What follows belongs to an exercise in optimizing a design on an open flow for small area and a short achievable clock period; a production flow would make more cautious choices. In this exercise RTL edits were held to simulation tests only and were not proved equivalent to the original. No driver is modelled on the clock port, so clocking that relies on it looks cheaper here than on a real chip. Power and IR drop assume default switching activity.

==> flow/run.sh <==
#!/bin/bash
# Standard synthesis and layout, except: the final word select (lb_word_pick)
# is mapped on its own before the design is flattened, the slow OR4 and NOR4 cells are kept out of
# mapping, port buffers are small plain buffers that timing repair may
# resize, clock sinks are gathered into larger clusters without dummy loads,
# and timing repair is pushed harder, with a last sizing pass on the worst
# path after clock tree synthesis (flow/post_cts.tcl).
DU="sky130_fd_sc_hd__probe_p_8 sky130_fd_sc_hd__probec_p_8 sky130_fd_sc_hd__lpflow_bleeder_1 sky130_fd_sc_hd__lpflow_clkbufkapwr_1 sky130_fd_sc_hd__lpflow_clkbufkapwr_16 sky130_fd_sc_hd__lpflow_clkbufkapwr_2 sky130_fd_sc_hd__lpflow_clkbufkapwr_4 sky130_fd_sc_hd__lpflow_clkbufkapwr_8 sky130_fd_sc_hd__lpflow_clkinvkapwr_1 sky130_fd_sc_hd__lpflow_clkinvkapwr_16 sky130_fd_sc_hd__lpflow_clkinvkapwr_2 sky130_fd_sc_hd__lpflow_clkinvkapwr_4 sky130_fd_sc_hd__lpflow_clkinvkapwr_8 sky130_fd_sc_hd__lpflow_decapkapwr_12 sky130_fd_sc_hd__lpflow_decapkapwr_3 sky130_fd_sc_hd__lpflow_decapkapwr_4 sky130_fd_sc_hd__lpflow_decapkapwr_6 sky130_fd_sc_hd__lpflow_decapkapwr_8 sky130_fd_sc_hd__lpflow_inputiso0n_1 sky130_fd_sc_hd__lpflow_inputiso0p_1 sky130_fd_sc_hd__lpflow_inputiso1n_1 sky130_fd_sc_hd__lpflow_inputiso1p_1 sky130_fd_sc_hd__lpflow_inputisolatch_1 sky130_fd_sc_hd__lpflow_isobufsrc_1 sky130_fd_sc_hd__lpflow_isobufsrc_16 sky130_fd_sc_hd__lpflow_isobufsrc_2 sky130_fd_sc_hd__lpflow_isobufsrc_4 sky130_fd_sc_hd__lpflow_isobufsrc_8 sky130_fd_sc_hd__lpflow_isobufsrckapwr_16 sky130_fd_sc_hd__lpflow_lsbuf_lh_hl_isowell_tap_1 sky130_fd_sc_hd__lpflow_lsbuf_lh_hl_isowell_tap_2 sky130_fd_sc_hd__lpflow_lsbuf_lh_hl_isowell_tap_4 sky130_fd_sc_hd__lpflow_lsbuf_lh_isowell_4 sky130_fd_sc_hd__lpflow_lsbuf_lh_isowell_tap_1 sky130_fd_sc_hd__lpflow_lsbuf_lh_isowell_tap_2 sky130_fd_sc_hd__lpflow_lsbuf_lh_isowell_tap_4"
DU="$DU sky130_fd_sc_hd__or4_1 sky130_fd_sc_hd__or4_2 sky130_fd_sc_hd__or4_4"
DU="$DU sky130_fd_sc_hd__or4b_1 sky130_fd_sc_hd__or4b_2 sky130_fd_sc_hd__or4b_4"
DU="$DU sky130_fd_sc_hd__or4bb_1 sky130_fd_sc_hd__or4bb_2 sky130_fd_sc_hd__or4bb_4"
DU="$DU sky130_fd_sc_hd__nor4_1 sky130_fd_sc_hd__nor4_2 sky130_fd_sc_hd__nor4_4"
DU="$DU sky130_fd_sc_hd__nor4b_1 sky130_fd_sc_hd__nor4b_2 sky130_fd_sc_hd__nor4b_4"
DU="$DU sky130_fd_sc_hd__nor4bb_1 sky130_fd_sc_hd__nor4bb_2 sky130_fd_sc_hd__nor4bb_4"
CTS="-sink_clustering_enable -repair_clock_nets -dont_use_dummy_load"
CTS="$CTS -sink_clustering_size 30 -sink_clustering_max_diameter 65"
bash standard.sh "DONT_USE_CELLS=$DU" SYNTH_HIERARCHICAL=1 SYNTH_MINIMUM_KEEP_SIZE=0 "POST_CTS_TCL=$(pwd)/flow/post_cts.tcl" MATCH_CELL_FOOTPRINT=0 \
  "BUFFER_PORTS_ARGS=-buffer_cell sky130_fd_sc_hd__buf_1" \
  CORE_UTILIZATION=60 "CTS_ARGS=$CTS" \
  SETUP_SLACK_MARGIN=2.2 finish > standard.log 2>&1
==> flow/post_cts.tcl <==
estimate_parasitics -placement
repair_timing -setup -setup_margin $::env(SETUP_SLACK_MARGIN) -repair_tns 0 \
  -sequence "sizeup,swap" -verbose
detailed_placement
check_placement -verbose
==> standard.sh <==
#!/bin/bash
# synth_recipe.tcl (not shown) runs the flow's synth.tcl, then flattens the netlist and writes it again
# the make line also repeats each setting of config.mk as NAME=value (left out here)
make -C /OpenROAD-flow-scripts/flow DESIGN_CONFIG=/design/flow/config.mk WORK_HOME=/design/flow/orfs CLKGATE_MAP_FILE= SYNTH_SCRIPT=/design/flow/synth_recipe.tcl "${@:-finish}"
==> config.mk <==
export PLATFORM = sky130hd
export DESIGN_NAME = fetch_linebuffer_mp
export DESIGN_NICKNAME = fetch_linebuffer_mp
export VERILOG_FILES = /design/flow/design.v
export SDC_FILE = /design/flow/constraint.sdc
export NUM_CORES = 4
export LEC_CHECK = 0
export CAP_MARGIN = 20
export CORE_MARGIN = 2
export CORE_UTILIZATION = 40
export SETUP_SLACK_MARGIN = 0.5
export SLEW_MARGIN = 20
==> constraint.sdc <==
create_clock -name core_clock -period 7.0 [get_ports {clk}]
set_input_delay 1.4000 -clock core_clock [delete_from_list [all_inputs] [get_ports {clk}]]
set_output_delay 1.4000 -clock core_clock [all_outputs]
set_load 0.01 [all_outputs]
==> design.v <==
package types;
    localparam int LB_TAG_BITS = 27;
endpackage
module lb_word_pick
#(
    parameter int NUM_SRC = 5
) (
    input  logic [NUM_SRC-1:0]    sel,
    input  logic [NUM_SRC*32-1:0] words,
    output logic [31:0]           word
);
    always_comb begin
        word = '0;
        for (int i = 0; i < NUM_SRC; i++)
            word = word | ({32{sel[i]}} & words[i*32 +: 32]);
    end
endmodule
module fetch_linebuffer_mp
#(
    parameter int NUM_ENTRIES = 4,
    parameter int NUM_PORTS   = 2,
    parameter int LINE_BITS   = 256
) (
    input  logic                       clk,
    input  logic                       rst,
    input  logic [NUM_PORTS*32-1:0]    fetch_addr,
    input  logic [NUM_PORTS*4-1:0]     fetch_rmask,
    output logic [NUM_PORTS*32-1:0]    fetch_rdata,
    output logic [NUM_PORTS-1:0]       fetch_resp,
    input  logic                       invalidate,
    output logic [31:0]                cache_addr,
    output logic [3:0]                 cache_rmask,
    input  logic [LINE_BITS-1:0]       cache_rdata_line,
    input  logic                       cache_resp
);
    localparam int TB       = types::LB_TAG_BITS;
    localparam int WORDS    = LINE_BITS / 32;
    localparam int WIDX     = (WORDS > 1) ? $clog2(WORDS) : 1;
    localparam int PTR_BITS = (NUM_ENTRIES > 1) ? $clog2(NUM_ENTRIES) : 1;
    logic                      busy_reg;
    logic                      live_reg;
    logic [TB-1:0]             req_tag_reg;
    logic [PTR_BITS-1:0]       rr_ptr_reg;
    logic [NUM_ENTRIES-1:0]    valid_reg;
    logic [NUM_ENTRIES*TB-1:0]        tag_reg;
    logic [NUM_ENTRIES*LINE_BITS-1:0] data_reg;
    logic [NUM_PORTS-1:0]      active;
    logic [NUM_PORTS-1:0]      hit;
    logic [NUM_PORTS-1:0]      req_match;
    logic [TB-1:0]             port_tag [NUM_PORTS];
    assign cache_addr  = {req_tag_reg, 5'b00000};
    assign cache_rmask = {4{busy_reg}};
    for (genvar p = 0; p < NUM_PORTS; p++) begin : g_port
        assign port_tag[p] = fetch_addr[p*32+5 +: TB];
        assign active[p]   = |fetch_rmask[p*4 +: 4];
        logic [NUM_ENTRIES-1:0] hit_vec;
        logic                   req_match_p;
        logic [WORDS-1:0]       wdec;
        logic [WIDX-1:0]        word_idx;
        assign word_idx = fetch_addr[p*32+2 +: WIDX];
        for (genvar e = 0; e < NUM_ENTRIES; e++) begin : g_cmp
            assign hit_vec[e] = valid_reg[e] && (tag_reg[e*TB +: TB] == port_tag[p]);
        end
        assign hit[p] = |hit_vec;
        assign req_match_p  = busy_reg && live_reg && (req_tag_reg == port_tag[p]);
        assign req_match[p] = req_match_p;
        for (genvar w = 0; w < WORDS; w++) begin : g_dec
            assign wdec[w] = (word_idx == WIDX'(w));
        end
        logic [(NUM_ENTRIES+1)*32-1:0] words;
        always_comb begin
            words = '0;
            for (int e = 0; e < NUM_ENTRIES; e++)
                for (int w = 0; w < WORDS; w++)
                    words[e*32 +: 32] = words[e*32 +: 32] |
                        ({32{wdec[w]}} & data_reg[e*LINE_BITS + w*32 +: 32]);
            for (int w = 0; w < WORDS; w++)
                words[NUM_ENTRIES*32 +: 32] = words[NUM_ENTRIES*32 +: 32] |
                    ({32{wdec[w]}} & cache_rdata_line[w*32 +: 32]);
        end
        lb_word_pick #(
            .NUM_SRC (NUM_ENTRIES + 1)
        ) u_pick (
            .sel   ({req_match_p, hit_vec}),
            .words (words),
            .word  (fetch_rdata[p*32 +: 32])
        );
        assign fetch_resp[p] = !invalidate && active[p] &&
                               (hit[p] || (req_match[p] && cache_resp));
    end
    logic [NUM_PORTS-1:0] miss;
    logic                 any_miss;
    logic [TB-1:0]        miss_tag;
    assign miss = active & ~hit;
    always_comb begin
        any_miss = 1'b0;
        miss_tag = port_tag[NUM_PORTS-1];
        for (int p = NUM_PORTS - 1; p >= 0; p--) begin
            if (miss[p]) begin
                any_miss = 1'b1;
                miss_tag = port_tag[p];
            end
        end
    end
    logic                   has_invalid;
    logic [NUM_ENTRIES-1:0] victim_oh;
    always_comb begin
        has_invalid = 1'b0;
        victim_oh   = '0;
        for (int e = 0; e < NUM_ENTRIES; e++) begin
            if (!valid_reg[e] && !has_invalid) begin
                has_invalid  = 1'b1;
                victim_oh[e] = 1'b1;
            end
        end
        if (!has_invalid) victim_oh[rr_ptr_reg] = 1'b1;
    end
    logic                   fill_en;
    logic [NUM_ENTRIES-1:0] we;
    assign fill_en = busy_reg && live_reg && cache_resp && !invalidate;
    assign we      = victim_oh & {NUM_ENTRIES{fill_en}};
    always_ff @(posedge clk) begin
        if (rst) begin
            busy_reg   <= 1'b0;
            live_reg   <= 1'b0;
            rr_ptr_reg <= '0;
            valid_reg  <= '0;
        end else begin
            if (busy_reg) begin
                busy_reg <= !cache_resp;
                live_reg <= live_reg && !invalidate;
            end else begin
                busy_reg <= !invalidate && any_miss;
                live_reg <= 1'b1;
            end
            if (fill_en && !has_invalid) rr_ptr_reg <= rr_ptr_reg + 1'b1;
            if (invalidate) valid_reg <= '0;
            else            valid_reg <= valid_reg | we;
        end
    end
    always_ff @(posedge clk) begin
        if (!busy_reg) req_tag_reg <= miss_tag;
    end
    always_ff @(posedge clk) begin
        for (int e = 0; e < NUM_ENTRIES; e++) begin
            if (we[e]) begin
                tag_reg[e*TB +: TB]               <= req_tag_reg;
                data_reg[e*LINE_BITS +: LINE_BITS] <= cache_rdata_line;
            end
        end
    end
endmodule
==> run notes <==
==> cell usage after synthesis, types with 2 or more instances <==
cell | number | share of area (%)
sky130_fd_sc_hd__a21boi_0 | 2 | 0.028
sky130_fd_sc_hd__a21oi_1 | 6 | 0.056
sky130_fd_sc_hd__a222oi_1 | 64 | 1.2
sky130_fd_sc_hd__a22oi_1 | 1344 | 19
sky130_fd_sc_hd__and2_1 | 2 | 0.023
sky130_fd_sc_hd__and3_1 | 5 | 0.058
sky130_fd_sc_hd__and3b_1 | 3 | 0.049
sky130_fd_sc_hd__buf_1 | 8 | 0.056
sky130_fd_sc_hd__buf_2 | 59 | 0.55
sky130_fd_sc_hd__buf_4 | 32 | 0.45
sky130_fd_sc_hd__buf_6 | 18 | 0.38
sky130_fd_sc_hd__clkbuf_1 | 261 | 1.8
sky130_fd_sc_hd__dfxtp_1 | 8 | 0.30
sky130_fd_sc_hd__edfxtp_1 | 1159 | 65
sky130_fd_sc_hd__ha_1 | 4 | 0.093
sky130_fd_sc_hd__inv_1 | 13 | 0.091
sky130_fd_sc_hd__mux2_1 | 7 | 0.15
sky130_fd_sc_hd__mux2_4 | 20 | 0.56
sky130_fd_sc_hd__nand2_1 | 72 | 0.50
sky130_fd_sc_hd__nand3_1 | 11 | 0.10
sky130_fd_sc_hd__nand4_1 | 391 | 4.6
sky130_fd_sc_hd__nor2_1 | 26 | 0.18
sky130_fd_sc_hd__nor3_1 | 16 | 0.15
sky130_fd_sc_hd__nor3b_1 | 2 | 0.028
sky130_fd_sc_hd__nor3b_2 | 4 | 0.093
sky130_fd_sc_hd__o21a_1 | 3 | 0.042
sky130_fd_sc_hd__or2_2 | 2 | 0.023
sky130_fd_sc_hd__xnor2_1 | 271 | 4.4
==> cell type report <==
class                           count  share of cell area (%)
Timing Repair Buffer              574                   6.440
Clock buffer                       73                   3.045
Multi-Input combinational cell   2276                   29.35
Antenna cell                       27                  0.1126
Inverter                           13                  0.3254
Tap cell                         1165                   2.430
Sequential cell                  1167                   58.28
Timing Repair inverter              1                 0.01460
==> where the power goes <==
group / internal, mW / switching [mW] / total (mW) / leakage (nW)
sequential: 7.72 / 0.0567 / 7.78 / 10.5
clock: 1.85 / 2.17 / 4.02 / 0.900
combinational: 0.414 / 0.848 / 1.26 / 6.49
==> through the flow <==
stage	util, %	hold WS [ns]	setup WS [ns]
6_report	67.88	0.4863	2.141
5_1_grt	67.86	0.5113	2.174
3_5_place_dp	63.57	0.4751	1.212
3_3_place_gp	63.57	0.4592	1.226
2_1_floorplan	-	0.4388	-0.1313
==> how the worst min path moves through the flow <==
stage                                      to  slack, ns  depth (start not counted)                 from
final                     live_reg$_SDFF_PP0_       0.49                          2  live_reg$_SDFF_PP0_
after global routing      live_reg$_SDFF_PP0_       0.51                          2  live_reg$_SDFF_PP0_
after detailed placement  live_reg$_SDFF_PP0_       0.48                          2  live_reg$_SDFF_PP0_
after global placement    live_reg$_SDFF_PP0_       0.46                          2  live_reg$_SDFF_PP0_
after floorplan           live_reg$_SDFF_PP0_       0.44                          2  live_reg$_SDFF_PP0_
==> per-layer routing <==
metal,global-route usage [%],part of all wire [%],up-vias
met4,21.04,4.6,26
li1,-,-,16740
met5,0,0.085,-
met1,56.63,34,20320
met3,12.96,16,790
met2,60.67,45,4276
==> cell families after synthesis <==
group / Yosys count
compound gates: 1422
flops: 1167
simple gates: 539
buf+inv: 391
xor+xnor: 271
mux: 27
fa+ha+maj: 4
other cells: 1
==> worst register-to-register path: cells and delay by family, from the launching register on <==
family | cells | cell delay [ns]
buffers and inverters | 2 | 1.44
DFF | 1 | 0.44
AOI/OAI and AO/OA | 1 | 0.21
and+or+nand+nor | 4 | 0.89
==> results by group <==
Outcome
  – Status: no timing/DRC/antenna violations

Power
  – VDD IR max: 0.2376 mV
  – Leakage Power: 17.91 nW
  – Power density cells: 217.8 nW/um^2
  – Total power of the final layout: 13.06 mW

Setup path
  – Worst path arrival time: 3.46 ns
  – Stages on worst setup path: 10
  – Reg-to-Reg End: data_reg[732]$_DFFE_PP_
  – Required time reported for the critical path endpoint: 5.60 ns
  – Largest delay contributor family on the critical path: simple AND/OR/NAND/NOR gates
  – CP max stage cell: sky130_fd_sc_hd__nand4_1
  – Cell depth of the worst flop-to-flop path: 7
  – Critical path startpoint: fetch_addr[6]
  – FF-to-FF Start: busy_reg$_SDFF_PP0_
  – Nature of the critical path startpoint: primary input
  – Buffering stage count on the worst path with inverters included: 4
  – Most frequent cell on the critical path: sky130_fd_sc_hd__buf_2
  – Critical path destination: fetch_rdata[4]
  – Cells along the critical path: buf_2 > xnor2_2 > nand4_1 > nor3_4 > nand3_2 > clkinv_4 > buf_12 > a22oi_1 > nand2_1 > buf_2
  – Largest stage delay on the critical path: 0.33 ns
  – Largest driver fanout on the critical path: 12
  – Worst Path Class, Setup: in2out
  – Register-to-register setup slack: 3.55 ns
  – Category of the worst setup path capture point: output port

Logic synthesis
  – Multiplexer area fraction after synthesis: 0.7081%
  – Synthesized area divided by synthesized cell count: 14.01 sq um
  – Compound-gate portion of the synthesized area: 20.21%
  – Total standard cell area after synthesis: 53540 sq um
  – Post-synthesis async set-or-reset flop share: 0%
  – Post-Syn Instances: 3822
  – Count of warnings emitted by yosys: 9
  – Main flop type after synthesis: sky130_fd_sc_hd__edfxtp_1
  – Area share of fa/ha/maj cells after synthesis: 0.09348%
  – Largest family of logic cells by synthesized area: compound AO/OA/AOI/OAI gates
  – Simple logic cell fraction of the synthesized area: 5.889%
  – Count of distinct cell types in the synthesized netlist: 37
  – Share of the synthesized netlist area taken by xor and xnor gates: 4.433%
  – Flops & latches, synth: 1167
  – Portion of the post-synthesis area used by sequential elements: 65.31%
  – Number of enable flip-flop cells after synthesis: 1159

Floorplan
  – Die extent in x: 302.7 um
  – I/O Pins: 434
  – Row cnt: 109
  – Die height: 302.7 um
  – Effective utilization at floorplan: 60.58%
  – Total Die Area: 91630 sq um
  – Core region area: 88370 sq um

Global routing
  – Global-route wire length before repair: 276900 um
  – Via count of the first global-routing pass: 40910
  – Tot GR Track Use: 41.56%
  – Largest net degree at the start of global routing: 185
  – Aggregate global routing overflow: 0
  – Initial antenna violation count: 35

Final layout
  – Commonest cells after routing, fill and taps aside: sky130_fd_sc_hd__a22oi_1, sky130_fd_sc_hd__edfxtp_1, sky130_fd_sc_hd__nand4_1, sky130_fd_sc_hd__buf_1, sky130_fd_sc_hd__xnor2_1
  – Finished Layout Cells: 5296
  – Share of layout cells above drive strength 1: 10.77%
  – Max reg flops: 1024
  – Net total in the final layout: 4442
  – Area of the multi-input gates: 17610 sq um
  – Final standard cell area without fillers: 59990 sq um
  – Number of inserted filler cells in the final layout: 6156
  – FF+latch area: 34960 sq um
  – Most frequent standard cell in the layout excluding fill and tap cells: sky130_fd_sc_hd__a22oi_1
  – Layout overhead on the synthesized area: 12.05%

Clock network
  – Clock tree from TritonCTS: done
  – Clock Sink Count: 1167
  – Clock insertion delay at the later pin of the skew report: 0.67 ns
  – Clock transition at path regs: 0.08 ns

STA
  – Setup repair after global routing missed its margin: yes
  – Crit share post-route: 69.42%
  – Max Clock Freq: 205.8 MHz
  – Hold Vio Cnt, Final: 0
  – Post-route setup TNS: 0 ns
  – Final critical delay including setup and external delays: 4.859 ns
  – Tightest Pin Transition: 1.167 ns
  – Final setup vio count: 0
  – Clock skew: 0.04918 ns
  – Number of slew-limit violations in the final report: 0
  – Worst max-slew margin expressed relative to the limit: 22.21%

Placed design
  – HPWL reported at the end of detailed placement: 110800 um
  – Total instance count after detailed placement: 5132
  – Total cell area at the placement stage: 56180 sq um
  – RePlAce Congestion: 0.9873
  – Quantity of I/O buffers inserted on ports: 424

Flow run
  – Number of maximum-capacitance constraint violations: 0

Route
  – Count of nets left with antenna violations after detail routing: 0
  – Number of search-and-repair iterations in the first detailed-routing pass: 10
  – Routed length per instance: 37.20 um
  – Violation count after the first detailed-route iteration: 8276
  – Routed vias/inst: 7.958
  – Residual DRC count: 0
  – Via Count: 42150
  – Wire length reported by the detailed router: 197000 um

Min path
  – Hold/Removal Path Class: reg2reg

## afterwards: timing with drivers on the ports
The flow's constraints put no driver on any port. The routed layout listed below was extracted and timed again, unchanged, in two steps. Step 1 assumes that a clkbuf_16 drives the clock port and a buf_2 every other input. Step 2 moves the port delays by t, midway between the first and last clock arrival at a register: inputs arrive t later, outputs are due t later. That takes back most of the time a late clock gives input paths. a / b / c = no drivers / after step 1 / after step 2; a / b = the first two.
shift t [ns]: 0.707
setup WS [ns]: 2.141 / 2.120 / 2.120
hold WS [ns]: 0.486 / 0.486 / 0.486
After both steps setup and hold are still met in this run. The setup slack of this run moves by -0.021 ns with the drivers and by -0.021 ns with both steps.
